Background: an optimization exercise with open tools, aiming at small area and a short achievable clock period. Do not read the settings as production practice. The RTL was checked by simulation tests, not by an equivalence proof against the original design. Power figures rest on the tool's default switching activity, not on a simulated workload.

==> inputs of v7 <==
==> flow/design.v (excerpt) <==
module exe_top (
    input  logic                         clk_i,
    input  logic                         arst_n_i,
    input  logic                         instr_valid_i,
    input  exe_pkg::word_t               instr_i,
    input  exe_pkg::word_t               pc_plus4_i,
    input  exe_pkg::word_t               data_load_i,
    output exe_pkg::word_t               data_addr_o,
    output logic                         data_wen_o,
    output exe_pkg::word_t               data_store_o,
    output logic                         j_valid_o,
    output logic [exe_pkg::JADDR_W-1:0]  j_addr_o,
    output logic                         b_valid_o,
    output logic [exe_pkg::IMM_W-1:0]    b_addr_o
);
Settings: LEC_CHECK=0, CAP_MARGIN=20, CORE_MARGIN=2, CORE_UTILIZATION=30, PLACE_DENSITY=0.5, SETUP_SLACK_MARGIN=5, SLEW_MARGIN=20; clock period 11.0 ns.
run.sh (not shown) runs the stock make flow with config.mk's settings and CLKGATE_MAP_FILE= SYNTH_SCRIPT=/design/flow/synth_recipe.tcl, a recipe that flattens the netlist after the stock synthesis.
==> v25 (differences from v7) <==
--- a/flow/design.v
+++ b/flow/design.v
@@ -81,30 +81,32 @@
     input  logic            r_sum_i,      
     input  logic            r_log_i,
     input  logic            r_slt_i,
     input  logic            r_shl_i,
     input  logic            r_shr_i,
     input  logic            r_lui_i,
-    input  logic            r_link_i,
     output exe_pkg::word_t  result_o,
     output exe_pkg::word_t  sum_o,
     output logic            eq_o          
 );
     exe_pkg::word_t opb;
     exe_pkg::word_t opbx;
-    logic [33:0]    add_full;
     logic           cout;
     assign opb  = use_imm_i ? {{16{imm_sx_i & imm_i[15]}}, imm_i} : op_b_i;
     assign opbx = opb ^ {32{sub_i}};
-    assign add_full = {1'b0, op_a_i, 1'b1} + {1'b0, opbx, sub_i};
-    assign sum_o = add_full[32:1];
-    assign cout  = add_full[33];
+    exe_add32_sk i_add (
+        .a_i   (op_a_i),
+        .b_i   (opbx),
+        .c_i   (sub_i),
+        .sum_o (sum_o),
+        .c_o   (cout)
+    );
     logic lt;
     assign lt   = slt_u_i ? !cout
                           : ((op_a_i[31] ^ opb[31]) ? op_a_i[31] : sum_o[31]);
-    assign eq_o = &(op_a_i ^ opbx);    
+    assign eq_o = (op_a_i == op_b_i);
     exe_pkg::word_t logic_res;
     always_comb begin
         case (log_op_i)
             2'b00:   logic_res = op_a_i & opb;
             2'b01:   logic_res = op_a_i | opb;
             2'b10:   logic_res = op_a_i ^ opb;
@@ -131,27 +133,84 @@
     end
     assign result_o = ({32{r_sum_i}}  & sum_o)
                     | ({32{r_log_i}}  & logic_res)
                     | ({32{r_slt_i}}  & {31'b0, lt})
                     | ({32{r_shl_i}}  & sh_rev)
                     | ({32{r_shr_i}}  & sh_out)
-                    | ({32{r_lui_i}}  & {imm_i, 16'b0})
-                    | ({32{r_link_i}} & op_b_i);
+                    | ({32{r_lui_i}}  & {imm_i, 16'b0});
+endmodule
+module exe_add32 (
+    input  exe_pkg::word_t a_i,
+    input  exe_pkg::word_t b_i,
+    input  logic           c_i,
+    output exe_pkg::word_t sum_o,
+    output logic           c_o
+);
+    logic [31:0] p0;
+    logic [31:0] g [6];
+    logic [31:0] p [6];
+    assign p0   = a_i ^ b_i;
+    assign g[0] = (a_i & b_i) | {31'b0, p0[0] & c_i};
+    assign p[0] = p0;
+    for (genvar l = 0; l < 5; l++) begin : g_lvl
+        localparam int D = 1 << l;
+        for (genvar i = 0; i < 32; i++) begin : g_bit
+            if (i >= D) begin : g_op
+                assign g[l+1][i] = g[l][i] | (p[l][i] & g[l][i-D]);
+                assign p[l+1][i] = p[l][i] & p[l][i-D];
+            end else begin : g_pass
+                assign g[l+1][i] = g[l][i];
+                assign p[l+1][i] = p[l][i];
+            end
+        end
+    end
+    assign sum_o = p0 ^ {g[5][30:0], c_i};
+    assign c_o   = g[5][31];
+endmodule
+module exe_add32_sk (
+    input  exe_pkg::word_t a_i,
+    input  exe_pkg::word_t b_i,
+    input  logic           c_i,
+    output exe_pkg::word_t sum_o,
+    output logic           c_o
+);
+    logic [31:0] p0;
+    logic [31:0] g [6];
+    logic [31:0] p [6];
+    assign p0   = a_i ^ b_i;
+    assign g[0] = (a_i & b_i) | {31'b0, p0[0] & c_i};
+    assign p[0] = p0;
+    for (genvar l = 0; l < 5; l++) begin : g_lvl
+        localparam int D = 1 << l;
+        for (genvar i = 0; i < 32; i++) begin : g_bit
+            if ((i / D) % 2 == 1) begin : g_op
+                localparam int J = (i / (2 * D)) * (2 * D) + D - 1;
+                assign g[l+1][i] = g[l][i] | (p[l][i] & g[l][J]);
+                assign p[l+1][i] = p[l][i] & p[l][J];
+            end else begin : g_pass
+                assign g[l+1][i] = g[l][i];
+                assign p[l+1][i] = p[l][i];
+            end
+        end
+    end
+    assign sum_o = p0 ^ {g[5][30:0], c_i};
+    assign c_o   = g[5][31];
 endmodule
 module exe_regfile (
     input  logic              clk_i,
     input  logic              arst_n_i,
     input  exe_pkg::reg_idx_t rs_idx_i,
     input  exe_pkg::reg_idx_t rt_idx_i,
-    input  logic              rt_mask_i,   
     output exe_pkg::word_t    rs_data_o,
     output exe_pkg::word_t    rt_data_o,
     input  logic              wr_en_i,     
     input  exe_pkg::reg_idx_t wr_idx_i,
     input  exe_pkg::word_t    wr_data_i,
-    input  logic              byp_en_i     
+    input  logic              byp_en_i,    
+    input  logic              link_we_i,
+    input  exe_pkg::word_t    link_data_i
 );
     exe_pkg::word_t regs [1:exe_pkg::NUM_REGS-1];
     logic [exe_pkg::NUM_REGS-1:1] written_q;
     logic [exe_pkg::NUM_REGS-1:1] wsel;
     logic [exe_pkg::NUM_REGS-1:1] avail;    
     always_comb begin
@@ -162,37 +221,42 @@
     end
     always_ff @(posedge clk_i or negedge arst_n_i) begin
         if (!arst_n_i) begin
             written_q <= '0;
         end else begin
             written_q <= written_q | wsel;
+            if (link_we_i) begin
+                written_q[exe_pkg::LINK_IDX] <= 1'b1;
+            end
         end
     end
     always_ff @(posedge clk_i) begin
         for (int k = 1; k < exe_pkg::NUM_REGS; k++) begin
-            if (wsel[k]) begin
+            if (k == exe_pkg::LINK_IDX && link_we_i) begin
+                regs[k] <= link_data_i;
+            end else if (wsel[k]) begin
                 regs[k] <= wr_data_i;
             end
         end
     end
     logic rs_byp, rt_byp, rs_sp, rt_sp;
     assign rs_byp = byp_en_i && wr_en_i && (rs_idx_i == wr_idx_i);
-    assign rt_byp = byp_en_i && wr_en_i && (rt_idx_i == wr_idx_i) && !rt_mask_i;
+    assign rt_byp = byp_en_i && wr_en_i && (rt_idx_i == wr_idx_i);
     assign rs_sp  = (rs_idx_i == exe_pkg::reg_idx_t'(exe_pkg::SP_IDX))
                     && !written_q[exe_pkg::SP_IDX] && !(byp_en_i && wsel[exe_pkg::SP_IDX]);
     assign rt_sp  = (rt_idx_i == exe_pkg::reg_idx_t'(exe_pkg::SP_IDX))
                     && !written_q[exe_pkg::SP_IDX] && !(byp_en_i && wsel[exe_pkg::SP_IDX])
-                    && !rt_mask_i;
+                   ;
     always_comb begin
         rs_data_o = ({exe_pkg::XLEN{rs_byp}} & wr_data_i) | ({exe_pkg::XLEN{rs_sp}} & exe_pkg::SP_RESET);
         rt_data_o = ({exe_pkg::XLEN{rt_byp}} & wr_data_i) | ({exe_pkg::XLEN{rt_sp}} & exe_pkg::SP_RESET);
         for (int k = 1; k < exe_pkg::NUM_REGS; k++) begin
             rs_data_o = rs_data_o
                 | ({exe_pkg::XLEN{(rs_idx_i == exe_pkg::reg_idx_t'(k)) && avail[k]}} & regs[k]);
             rt_data_o = rt_data_o
-                | ({exe_pkg::XLEN{(rt_idx_i == exe_pkg::reg_idx_t'(k)) && avail[k] && !rt_mask_i}} & regs[k]);
+                | ({exe_pkg::XLEN{(rt_idx_i == exe_pkg::reg_idx_t'(k)) && avail[k]}} & regs[k]);
         end
     end
 endmodule
 module exe_top (
     input  logic                         clk_i,
     input  logic                         arst_n_i,
@@ -238,24 +302,24 @@
     assign i_br  = (op[5:1] == 5'b00010);                        
     assign i_lw  = (op == exe_pkg::OP_LW);
     assign i_sw  = (op == exe_pkg::OP_SW);
     logic              alu_wr;
     exe_pkg::reg_idx_t dest;
     assign alu_wr = r_add || r_log || r_slt || r_shl || r_shr
-                    || i_add || i_log || i_slt || i_lui || i_jal;
-    assign dest   = is_r ? rd : (i_jal ? exe_pkg::reg_idx_t'(exe_pkg::LINK_IDX) : rt);
+                    || i_add || i_log || i_slt || i_lui;
+    assign dest   = is_r ? rd : rt;
     logic              we_q;      
     logic              lw_q;      
     exe_pkg::reg_idx_t dest_q;
     logic              jv_q, br_q, sw_q;
     logic              bne_q, jr_q;
     exe_pkg::word_t    op_a_q, op_b_q;
     logic [25:0]       ins_q;     
     logic              use_imm_q, imm_sx_q, sub_q, slt_u_q, sh_var_q, sh_fill_q;
     logic [1:0]        log_op_q;
-    logic              r_sum_q, r_log_q, r_slt_q, r_shl_q, r_shr_q, r_lui_q, r_link_q;
+    logic              r_sum_q, r_log_q, r_slt_q, r_shl_q, r_shr_q, r_lui_q;
     logic              ld_pend;   
     logic              we_d;
     exe_pkg::word_t    rs_data, rt_data;
     exe_pkg::word_t    result, sum, wr_data;
     logic              eq;
     assign ld_pend = we_q && lw_q;
@@ -276,13 +340,13 @@
     always_ff @(posedge clk_i) begin
         lw_q      <= i_lw;
         dest_q    <= dest;
         bne_q     <= op[0];
         jr_q      <= is_r;
         op_a_q    <= rs_data;
-        op_b_q    <= i_jal ? pc_plus4_i : rt_data;
+        op_b_q    <= rt_data;
         ins_q     <= instr_i[25:0];
         use_imm_q <= !(is_r || i_br);
         imm_sx_q  <= (op == exe_pkg::OP_SLTI);
         sub_q     <= is_r ? fn[1] : (i_slt || i_br);
         slt_u_q   <= is_r ? fn[0] : op[0];
         log_op_q  <= is_r ? fn[1:0] : op[1:0];
@@ -291,27 +355,27 @@
         r_sum_q   <= r_add || i_add;
         r_log_q   <= r_log || i_log;
         r_slt_q   <= r_slt || i_slt;
         r_shl_q   <= r_shl;
         r_shr_q   <= r_shr;
         r_lui_q   <= i_lui;
-        r_link_q  <= i_jal;
     end
     assign wr_data = lw_q ? data_load_i : result;
     exe_regfile i_regfile (
         .clk_i     (clk_i),
         .arst_n_i  (arst_n_i),
         .rs_idx_i  (rs),
         .rt_idx_i  (rt),
-        .rt_mask_i (i_jal),
         .rs_data_o (rs_data),
         .rt_data_o (rt_data),
         .wr_en_i   (we_q),
         .wr_idx_i  (dest_q),
         .wr_data_i (wr_data),
-        .byp_en_i  (!lw_q)    
+        .byp_en_i  (!lw_q),   
+        .link_we_i   (instr_valid_i && i_jal && !ld_pend),
+        .link_data_i (pc_plus4_i)
     );
     exe_alu i_alu (
         .op_a_i    (op_a_q),
         .op_b_i    (op_b_q),
         .imm_i     (ins_q[15:0]),
         .shamt_i   (ins_q[10:6]),
@@ -325,18 +389,23 @@
         .r_sum_i   (r_sum_q),
         .r_log_i   (r_log_q),
         .r_slt_i   (r_slt_q),
         .r_shl_i   (r_shl_q),
         .r_shr_i   (r_shr_q),
         .r_lui_i   (r_lui_q),
-        .r_link_i  (r_link_q),
         .result_o  (result),
         .sum_o     (sum),
         .eq_o      (eq)
     );
-    assign data_addr_o  = sum;        
+    exe_add32 i_addr_add (
+        .a_i   (op_a_q),
+        .b_i   ({16'b0, ins_q[15:0]}),
+        .c_i   (1'b0),
+        .sum_o (data_addr_o),
+        .c_o   ()
+    );
     assign data_store_o = op_b_q;
     assign data_wen_o   = sw_q;
     assign j_valid_o    = jv_q;
     assign j_addr_o     = jr_q ? op_a_q[25:0] : ins_q;
     assign b_valid_o    = br_q && (eq ^ bne_q);
     assign b_addr_o     = ins_q[15:0];
==> flow/flow/run.sh (new file) <==
#!/bin/bash
# Layout: the standard flow (standard.sh), with these changes:
#  - ABC maps with a lighter script (flow/abc_speed.script: one &syn2 pass,
#    then &nf) that keeps more of the RTL's adder and read-multiplexer
#    structure than ORFS's default speed script;
#  - the port buffers are buf_2 (repair may resize them);
#  - CTS runs without dummy loads, with sink clusters of up to 25 within 100 um.
# The make output goes to standard_flow.log; ORFS's own logs are under orfs/logs.
set -euo pipefail
work=$(pwd)
rm -rf "$work/orfs_scripts"
cp -r "$FLOW_HOME/scripts" "$work/orfs_scripts"
cp "$work/flow/abc_speed.script" "$work/orfs_scripts/abc_speed.script"
bash standard.sh \
    SCRIPTS_DIR="$work/orfs_scripts" \
    SETUP_SLACK_MARGIN=5.6 \
    "BUFFER_PORTS_ARGS=-buffer_cell sky130_fd_sc_hd__buf_2" \
    "CTS_ARGS=-sink_clustering_enable -repair_clock_nets -dont_use_dummy_load -sink_clustering_size 25 -sink_clustering_max_diameter 100" \
    finish > "$work/standard_flow.log" 2>&1
==> flow/flow/abc_speed.script (new file) <==
&get -n
&st
&syn2
&nf
&put
buffer -c
upsize -c
dnsize -c
==> flow/standard.sh (new file) <==
#!/bin/bash
# synth_recipe.tcl (not shown) runs the flow's synth.tcl, then flattens the netlist and writes it again
# the make line also repeats each setting of config.mk as NAME=value (left out here)
make -C /OpenROAD-flow-scripts/flow DESIGN_CONFIG=/design/flow/config.mk WORK_HOME=/design/flow/orfs CLKGATE_MAP_FILE= SYNTH_SCRIPT=/design/flow/synth_recipe.tcl "${@:-finish}"
removed: flow/run.sh
==> v5 (differences from v7) <==
--- a/flow/design.v
+++ b/flow/design.v
@@ -88,23 +88,26 @@
     output exe_pkg::word_t  result_o,
     output exe_pkg::word_t  sum_o,
     output logic            eq_o          
 );
     exe_pkg::word_t opb;
     exe_pkg::word_t opbx;
-    logic [33:0]    add_full;
     logic           cout;
     assign opb  = use_imm_i ? {{16{imm_sx_i & imm_i[15]}}, imm_i} : op_b_i;
     assign opbx = opb ^ {32{sub_i}};
-    assign add_full = {1'b0, op_a_i, 1'b1} + {1'b0, opbx, sub_i};
-    assign sum_o = add_full[32:1];
-    assign cout  = add_full[33];
+    exe_add32 i_add (
+        .a_i   (op_a_i),
+        .b_i   (opbx),
+        .c_i   (sub_i),
+        .sum_o (sum_o),
+        .c_o   (cout)
+    );
     logic lt;
     assign lt   = slt_u_i ? !cout
                           : ((op_a_i[31] ^ opb[31]) ? op_a_i[31] : sum_o[31]);
-    assign eq_o = &(op_a_i ^ opbx);    
+    assign eq_o = (op_a_i == op_b_i);
     exe_pkg::word_t logic_res;
     always_comb begin
         case (log_op_i)
             2'b00:   logic_res = op_a_i & opb;
             2'b01:   logic_res = op_a_i | opb;
             2'b10:   logic_res = op_a_i ^ opb;
@@ -134,12 +137,40 @@
                     | ({32{r_slt_i}}  & {31'b0, lt})
                     | ({32{r_shl_i}}  & sh_rev)
                     | ({32{r_shr_i}}  & sh_out)
                     | ({32{r_lui_i}}  & {imm_i, 16'b0})
                     | ({32{r_link_i}} & op_b_i);
 endmodule
+module exe_add32 (
+    input  exe_pkg::word_t a_i,
+    input  exe_pkg::word_t b_i,
+    input  logic           c_i,
+    output exe_pkg::word_t sum_o,
+    output logic           c_o
+);
+    logic [31:0] p0;
+    logic [31:0] g [6];
+    logic [31:0] p [6];
+    assign p0   = a_i ^ b_i;
+    assign g[0] = (a_i & b_i) | {31'b0, p0[0] & c_i};
+    assign p[0] = p0;
+    for (genvar l = 0; l < 5; l++) begin : g_lvl
+        localparam int D = 1 << l;
+        for (genvar i = 0; i < 32; i++) begin : g_bit
+            if (i >= D) begin : g_op
+                assign g[l+1][i] = g[l][i] | (p[l][i] & g[l][i-D]);
+                assign p[l+1][i] = p[l][i] & p[l][i-D];
+            end else begin : g_pass
+                assign g[l+1][i] = g[l][i];
+                assign p[l+1][i] = p[l][i];
+            end
+        end
+    end
+    assign sum_o = p0 ^ {g[5][30:0], c_i};
+    assign c_o   = g[5][31];
+endmodule
 module exe_regfile (
     input  logic              clk_i,
     input  logic              arst_n_i,
     input  exe_pkg::reg_idx_t rs_idx_i,
     input  exe_pkg::reg_idx_t rt_idx_i,
     input  logic              rt_mask_i,   
@@ -330,13 +361,19 @@
         .r_lui_i   (r_lui_q),
         .r_link_i  (r_link_q),
         .result_o  (result),
         .sum_o     (sum),
         .eq_o      (eq)
     );
-    assign data_addr_o  = sum;        
+    exe_add32 i_addr_add (
+        .a_i   (op_a_q),
+        .b_i   ({16'b0, ins_q[15:0]}),
+        .c_i   (1'b0),
+        .sum_o (data_addr_o),
+        .c_o   ()
+    );
     assign data_store_o = op_b_q;
     assign data_wen_o   = sw_q;
     assign j_valid_o    = jv_q;
     assign j_addr_o     = jr_q ? op_a_q[25:0] : ins_q;
     assign b_valid_o    = br_q && (eq ^ bne_q);
     assign b_addr_o     = ins_q[15:0];
==> flow/flow/run.sh (new file) <==
#!/bin/bash
set -euo pipefail
work=$(pwd)
rm -rf "$work/orfs_scripts"
cp -r "$FLOW_HOME/scripts" "$work/orfs_scripts"
cp "$work/flow/abc_speed.script" "$work/orfs_scripts/abc_speed.script"
bash standard.sh SCRIPTS_DIR="$work/orfs_scripts" SETUP_SLACK_MARGIN=6 finish > "$work/standard_flow.log" 2>&1
==> flow/flow/abc_speed.script (new file) <==
&get -n
&st
&syn2
&nf
&put
buffer -c
upsize -c
dnsize -c
==> flow/standard.sh (new file) <==
#!/bin/bash
# synth_recipe.tcl (not shown) runs the flow's synth.tcl, then flattens the netlist and writes it again
# the make line also repeats each setting of config.mk as NAME=value (left out here)
make -C /OpenROAD-flow-scripts/flow DESIGN_CONFIG=/design/flow/config.mk WORK_HOME=/design/flow/orfs CLKGATE_MAP_FILE= SYNTH_SCRIPT=/design/flow/synth_recipe.tcl "${@:-finish}"
removed: flow/run.sh
==> notes <==
Final cell count: v25 < v5 < v7.
Combinational power, highest first: v5, v7, v25.
Wire length, highest first: v7, v5, v25.
Core utilization, lowest first: v25, v5, v7.
The highest clock skew belongs to v7, the lowest to v5.
Of v7 and v25, v7 has the higher clock power (gap 81%, measured against v25).
==> figures <==
item	v5	v25	v7
Result of the run	complete, no violations	complete, no violations	complete, no violations
H-tree levels	4	2	3
Worst-Skew Late Latency	810 ps	730 ps	820 ps
Tapcell count	2464	2370	2464
#MultiIn Comb	2774	2761	2830
Internal power	7.74 mW	5.85 mW	7.43 mW
Violation count after the first detailed-routing iteration	7867	6584	10100
Final cell utilization of the core	0.371	0.339	0.373
Part of the power in the clock network	0.425	0.293	0.411
Switching fraction of total power	0.263	0.256	0.266
Diode count	9	8	15
Hold worst-path end	i_regfile.written_q[1]$_DFF_PN0_	i_regfile.written_q[4]$_DFF_PN0_	i_regfile.written_q[11]$_DFF_PN0_
Buffer count from post-CTS setup fixing	56	12	80
Area delta synth->final	22.5%	12.3%	23.4%

==> afterwards: timing with drivers on the ports <==
In the flow no input, the clock included, has a driving cell. The finished layouts below were timed again as built, in two steps. Step 1: set_driving_cell puts a clkbuf_16 on clk_i and a buf_2 on each other input, an assumption about the parent block. Step 2 adds t to the input delays and takes it off the output delays; t is the mean of the earliest and latest rising clock arrival at the registers after step 1. Input paths then give back, and output paths get back, about the clock's delay inside the block. Slacks: ideal ports / drivers / drivers and shift; pairs: ideal ports / drivers.
| run | shift t [ns] | slack for setup (ns) | clock arrival spread, ns |
|---|---|---|---|
| v7 | 0.861 | 4.824 / 4.739 / 4.154 | 0.093 / 0.093 |
| v25 | 0.788 | 5.611 / 5.520 / 5.149 | 0.068 / 0.069 |
| v5 | 0.880 | 5.485 / 5.399 / 5.220 | 0.030 / 0.030 |
After both steps every run listed still meets setup and hold. For v7, which loses most, drivers alone change the setup slack by -0.085 ns; drivers and shift together by -0.670 ns.
